This is an optimization exercise on Yosys and OpenROAD, whose aim is small area, a short achievable clock period and few clock cycles per item, not a production implementation. The RTL was checked by simulation tests, not by an equivalence proof against the original design.

Setup of job 2293:
## best_disp_select
module best_disp_select #(
    parameter int unsigned NPIX_LOG2 = 8
) (
    input  logic               clk,
    input  logic               rst,
    input  logic               frame_start,
    input  logic [10:0]        fsum,
    input  logic               valid,
    input  logic               last,
    input  logic [13:0]        g2sum,
    input  logic [10:0]        gsum,
    input  logic [13:0]        fg,
    input  logic [5:0]         place,
    output logic               busy,
    output logic [5:0]         best_place,
    output logic               best_valid,
    output logic               done,
    output logic               overrun
);
clock: 12.0 ns
lec_check: 0
cap_margin: 20
core_margin: 2
core_utilization: 40
slew_margin: 20
standard.sh (not shown) runs the stock make flow with config.mk's settings and CLKGATE_MAP_FILE= SYNTH_SCRIPT=/design/flow/synth_recipe.tcl, a recipe that flattens the netlist after the stock synthesis.
==> flow/flow/run.sh <==
#!/bin/bash
set -euo pipefail
bash standard.sh SETUP_SLACK_MARGIN=7.3 "CTS_ARGS=-sink_clustering_enable -repair_clock_nets -dont_use_dummy_load -buf_list sky130_fd_sc_hd__clkbuf_4" finish > make.log 2>&1
Testbench counts of job 2293, summed over its fixed seeds: cycles 10,412, items 9,296.
Input changes introduced in job 7720 (baseline for comparison: job 2293):
==> flow/flow/run.sh <==
#!/bin/bash
set -euo pipefail
bash standard.sh SETUP_SLACK_MARGIN=7.0 "CTS_ARGS=-sink_clustering_enable -repair_clock_nets -dont_use_dummy_load -buf_list sky130_fd_sc_hd__clkbuf_4" finish > make.log 2>&1
[summary]
- When job 7720 is set beside job 2293, its worst setup slack turns out to be 64 ps smaller.
- Compare job 7720 and job 2293 | utilization higher: job 2293

========
== oak ==
best_disp_select, a different RTL version from the one above (not shown whole).
Size: roughly 3700 cells after synthesis, ~540 flip-flops, roughly 71 I/O pins, roughly 0.038 mm² of cells after synthesis.
Settings: LEC_CHECK=0, CAP_MARGIN=20, CORE_MARGIN=2, CORE_UTILIZATION=40, SLEW_MARGIN=20; clock period 12.0 ns.
==> flow/flow/run.sh <==
#!/bin/bash
set -euo pipefail
bash standard.sh SETUP_SLACK_MARGIN=7.25 "CTS_ARGS=-sink_clustering_enable -repair_clock_nets -dont_use_dummy_load" finish > make.log 2>&1
Testbench counts of oak, summed over its fixed seeds: cycles 10,366, items 9,296.
#### Input delta (pine over oak)
- CORE_UTILIZATION changed from 40 to 55
==> flow/flow/run.sh <==
#!/bin/bash
set -euo pipefail
bash standard.sh SETUP_SLACK_MARGIN=7.0 "CTS_ARGS=-sink_clustering_enable -repair_clock_nets -dont_use_dummy_load" finish > make.log 2>&1
Notes after the runs:
pine: flow completed, timing, DRC and antenna clean. oak → pine: post-route cell area shrank by 840 µm², met3 usage in global routing +1.3 points.
For birch, these inputs were changed with respect to pine:
- CORE_UTILIZATION: 55 -> 40
- PLACE_DENSITY: unset -> 0.7
==> flow/flow/run.sh <==
#!/bin/bash
set -euo pipefail
bash standard.sh SETUP_SLACK_MARGIN=7.0 "CTS_ARGS=-sink_clustering_enable -repair_clock_nets -dont_use_dummy_load -buf_list sky130_fd_sc_hd__clkbuf_4" finish > make.log 2>&1
==> summary.txt <==
- birch: no failed stages, no open violations at the end
- Number of global-route vias before repair sits lower in birch than in pine.
- Cell area was higher in birch than in pine.
- Last element of the critical path: r1_num[18] -> birch, r1_num[16] -> pine
- For the routed wire length on met2, birch came in 5.1% lower than pine did.
- On utilization: between pine and birch, it ends up lower for birch.
- From pine to birch the numbers moved as follows: number of buffers created by CTS picked up an extra 91; maximum level of the CTS H-tree picked up an extra 2.
- When birch is set beside pine, its area added between synthesis and finish turns out to be 0.62 points larger.
Input changes introduced in maple (baseline for comparison: birch):
- removing PLACE_DENSITY (formerly 0.7)
- setting CTS_BUF_LIST to sky130_fd_sc_hd__clkbuf_8 for the first time
==> flow/flow/run.sh <==
#!/bin/bash
set -euo pipefail
bash standard.sh SETUP_SLACK_MARGIN=7.0 "CTS_ARGS=-sink_clustering_enable -repair_clock_nets -dont_use_dummy_load" finish > make.log 2>&1
==> summary.txt <==
Via count ends up higher on birch. The run with more setup slack is maple; birch has less. Net count of the finished layout in maple is 1.9% lower than in birch. Looking at met3 layer wire length in the routed design, maple sits 20% below birch. Post-route fraction of the period consumed by the critical path: maple vs birch down 0.46 points. CTS H-tree depth (maple over birch): decrease, 1. maple ends up with a proportion of cell area occupied by registers that is 0.39 points lower than in birch.

========
Another version of the RTL of best_disp_select (not shown whole).
For scale: about 4700 cells after synthesis, roughly 530 flip-flops.
Settings: LEC_CHECK=0, ABC_AREA=1, CAP_MARGIN=20, CORE_MARGIN=2, CORE_UTILIZATION=40, SLEW_MARGIN=20; clock period 12.0 ns.
run.sh (not shown) runs the stock make flow with config.mk's settings and CLKGATE_MAP_FILE= SYNTH_SCRIPT=/design/flow/synth_recipe.tcl, a recipe that flattens the netlist after the stock synthesis.
Stock flow here: none of the scripts above is used.
The starting point finished with timing, DRC and antenna clean.
Testbench counts at the start, summed over its fixed seeds: cycles 10,366, items 9,296.
==> next run, changes <==
ABC_AREA = default   (was 1)
- flip-flop and latch count stays the same
- routed wire length goes down by about a fifth
==> next run, changes <==
==> flow/flow/run.sh (new file) <==
#!/bin/bash
set -euo pipefail
bash standard.sh SETUP_SLACK_MARGIN=7.5 finish > make.log 2>&1
==> flow/standard.sh (new file) <==
#!/bin/bash
# synth_recipe.tcl (not shown) runs the flow's synth.tcl, then flattens the netlist and writes it again
# the make line also repeats each setting of config.mk as NAME=value (left out here)
make -C /OpenROAD-flow-scripts/flow DESIGN_CONFIG=/design/flow/config.mk WORK_HOME=/design/flow/orfs CLKGATE_MAP_FILE= SYNTH_SCRIPT=/design/flow/synth_recipe.tcl "${@:-finish}"
removed: flow/run.sh
The new run went through all stages and came out clean.
Die area does not change.
Routed wire length is higher by 9.2%.
Cell count grows by 2.9%.
Fmax rose by 15%.
Clock skew stays flat.

========
Setup of the previous run:
RTL: one of the versions met above, not the one the previous note started from.
For scale: roughly 3700 cells after synthesis, about 540 flip-flops, about 71 I/O pins, about 38000 um^2 of cells after synthesis.
clock: 12.0 ns
lec_check: 0
cap_margin: 20
core_margin: 2
core_utilization: 40
slew_margin: 20
standard.sh (not shown) runs the stock make flow with config.mk's settings and CLKGATE_MAP_FILE= SYNTH_SCRIPT=/design/flow/synth_recipe.tcl, a recipe that flattens the netlist after the stock synthesis.
==> flow/flow/run.sh <==
#!/bin/bash
set -euo pipefail
bash standard.sh SETUP_SLACK_MARGIN=7.0 "CTS_ARGS=-sink_clustering_enable -repair_clock_nets -dont_use_dummy_load" finish > make.log 2>&1
Testbench counts of the previous run, summed over its fixed seeds: cycles 10,366, items 9,296.
Input-level comparison between the current run and the previous run:
Settings: putting TNS_END_PERCENT at 20 where nothing was set.
==> flow/flow/run.sh <==
#!/bin/bash
set -euo pipefail
bash standard.sh SETUP_SLACK_MARGIN=7.0 "CTS_ARGS=-sink_clustering_enable -repair_clock_nets -dont_use_dummy_load -buf_list sky130_fd_sc_hd__clkbuf_4" finish > make.log 2>&1
## What came out
- On number of optimization iterations in the first detailed-route pass: between the previous run and the current run, it ends up lower for the current run.
- Wire length of the first global-routing pass: the current run vs the previous run, no meaningful difference
- The total half-perimeter wirelength after legalization and detailed placement was comparable across the previous run and the current run.
- Wire length per cell after detailed routing came out lower on the current run than on the previous run.
- The current run vs the previous run: number of nets in the layout up in the current run
- The current run vs. the previous run: cell area now smaller; global-route usage now larger.

========
run a:
best_disp_select, a different RTL version from the one above (not shown whole).
For scale: roughly 540 flip-flops, roughly 71 I/O pins, ~38000 um2 of cells after synthesis.
clock: 12.0 ns
lec_check: 0
cap_margin: 20
core_margin: 2
core_utilization: 40
slew_margin: 20
==> flow/flow/run.sh <==
#!/bin/bash
set -euo pipefail
bash standard.sh SETUP_SLACK_MARGIN=7.0 "CTS_ARGS=-sink_clustering_enable -repair_clock_nets -dont_use_dummy_load" finish > make.log 2>&1
Run a | status: complete | timing, DRC, antenna: pass
Testbench counts of run a, summed over its fixed seeds: cycles 10,366, items 9,296.
Relative to run a, the following input files were edited for run b:
==> flow/flow/run.sh <==
#!/bin/bash
set -euo pipefail
bash standard.sh SETUP_SLACK_MARGIN=7.5 finish > make.log 2>&1
[run b] shortest clock period the worst path allows after layout fell 51 ps relative to run a. | final weighted congestion in routability-driven placement | run b vs run a | ≈ equal |. Going from run a to run b, worst hold slack up 8.5 ps, synthesized cell count flat. Diff run a -> run b: final area now sits higher, slew of the pin with the lowest slew margin has increased, total wire length after detailed routing rose about 9%, worst setup slack increased 51 ps, critical path depth fell by 2.

========
## run 1
RTL: one of the versions met above, not the one the previous note started from.
Size: ~3700 cells after synthesis, about 540 flip-flops, ~71 I/O pins, roughly 38000 sq um of cells after synthesis.
clock: 12.0 ns
lec_check: 0
cap_margin: 20
core_margin: 2
core_utilization: 40
slew_margin: 20
==> flow/flow/run.sh <==
#!/bin/bash
set -euo pipefail
bash standard.sh SETUP_SLACK_MARGIN=7.0 "CTS_ARGS=-sink_clustering_enable -repair_clock_nets -dont_use_dummy_load -buf_list sky130_fd_sc_hd__clkbuf_4" finish > make.log 2>&1
Testbench counts of run 1, summed over its fixed seeds: cycles 10,366, items 9,296.
--- input diff run 1..run 2 ---
==> flow/flow/run.sh <==
#!/bin/bash
set -euo pipefail
bash standard.sh SETUP_SLACK_MARGIN=7.0 "CTS_ARGS=-sink_clustering_enable -repair_clock_nets -dont_use_dummy_load" finish > make.log 2>&1
-- flow/config.mk --
<<< run 1, line 11
>>> run 2, line 11
export CTS_BUF_LIST = sky130_fd_sc_hd__clkbuf_4
A termination of the worst setup path of r1_num[18] is what run 2 shows, while r1_num[21] belongs to run 1. Run 1 → run 2: global routing usage summed across all routing layers shows a reduction of 0.22 points; delay of the slowest cell on the worst path level. Run 2 — multi-input gate share of total cell area 0.54 points lower, run 1 as reference. Number of nets at the end of the flow: run 2 vs run 1 down about 2%.
Relative to run 2, the following input files were edited for run 3:
==> flow/flow/run.sh <==
#!/bin/bash
set -euo pipefail
bash standard.sh SETUP_SLACK_MARGIN=7.0 "CTS_ARGS=-sink_clustering_enable -repair_clock_nets -dont_use_dummy_load -buf_list sky130_fd_sc_hd__clkbuf_8" finish > make.log 2>&1
-- flow/config.mk --
<<< run 2, line 11
export CTS_BUF_LIST = sky130_fd_sc_hd__clkbuf_4
>>> run 3, line 11
Findings:
Run 3 completed end to end with timing, DRC and antenna clean.
Run 2 -> run 3: max-capacitance violation count delta 0, exact match
The compound-gate portion of the synthesized area on run 3 is in line with that on run 2.
Run 3 gives less average wire per cell in the routed design than run 2 did.
Compared with run 2, run 3 shows detailed-route wire length on metal 1 that has gone up slightly.
Against run 2, run 3 reports a antenna diode count that is higher.
Fmax: run 3 lower than run 2
Run 3 and run 2 ended up with roughly the same routed wire length.
| final design area excluding fillers | lower: run 3 |
What run 4 does differently from run 3 at the input level:
==> flow/flow/run.sh <==
#!/bin/bash
set -euo pipefail
bash standard.sh SETUP_SLACK_MARGIN=7.0 SETUP_MOVE_SEQUENCE=unbuffer,sizeup,swap,clone "CTS_ARGS=-sink_clustering_enable -repair_clock_nets -dont_use_dummy_load -buf_list sky130_fd_sc_hd__clkbuf_4" finish > make.log 2>&1
Results
- Area after synthesis essentially unchanged between run 4 and run 3.
- In the reports for run 4 and run 3, the larger post-layout minimum cycle time belongs to run 4.
- Compared with run 3, run 4 shows a TritonCTS buffer count that is about 56% higher.
- Going from run 3 to run 4, non-clock buffer count shrank by more than a quarter.
- Run 4: worst endpoint data arrival time is 0.98 ns higher than what run 3 reported.
- Density: run 4 sparser than run 3
- Summary of run 4 over run 3: die span in x shows no meaningful change; clock skew rose by 0.028 ns; area growth from synthesis to final layout went down 1.7 points.
- Run 4 reports a lower number of cells traversed by the worst register-to-register path than run 3 does.

port drivers added, routing unchanged:
The results above use ideal ports. As a check the final layouts listed here were re-extracted and re-timed, cells and wires unchanged. Step 1, drivers: a clkbuf_16 drives clk and a buf_2 each remaining input, both assumed. Step 2 moves the port delays by t, midway between the first and last clock arrival at a register: inputs arrive t later, outputs are due t later. That takes back most of the time a late clock gives input paths. Slacks: no drivers / after step 1 / after step 2; pairs: no drivers / after step 1.
run	shift t [ns]	setup slack, ns	latest minus earliest clock arrival (ns)
job 2293	1.023	7.292 / 7.292 / 7.292	0.146 / 0.146
job 7720	1.040	7.228 / 7.185 / 7.228	0.106 / 0.106
oak	0.702	6.843 / 6.843 / 6.843	0.066 / 0.065
pine	0.660	6.787 / 6.787 / 6.787	0.093 / 0.093
birch	1.044	6.823 / 6.823 / 6.823	0.128 / 0.127
maple	0.655	6.878 / 6.878 / 6.878	0.064 / 0.064
the first run of note 3	0.684	5.955 / 5.955 / 5.955	0.040 / 0.040
the second run of note 3	0.692	6.071 / 6.071 / 6.071	0.020 / 0.020
the third run of note 3	0.700	6.862 / 6.862 / 6.862	0.017 / 0.017
the previous run	0.655	6.878 / 6.878 / 6.878	0.064 / 0.064
the current run	1.033	6.770 / 6.770 / 6.770	0.118 / 0.118
run a	0.631	6.838 / 6.838 / 6.838	0.099 / 0.100
run b	0.686	6.889 / 6.889 / 6.889	0.034 / 0.035
run 1	1.008	6.847 / 6.847 / 6.847	0.115 / 0.115
run 2	0.655	6.878 / 6.878 / 6.878	0.064 / 0.064
run 3	0.746	6.784 / 6.784 / 6.784	0.087 / 0.087
run 4	1.010	6.109 / 6.109 / 6.109	0.116 / 0.116
After both steps setup and hold are still met in every run listed.
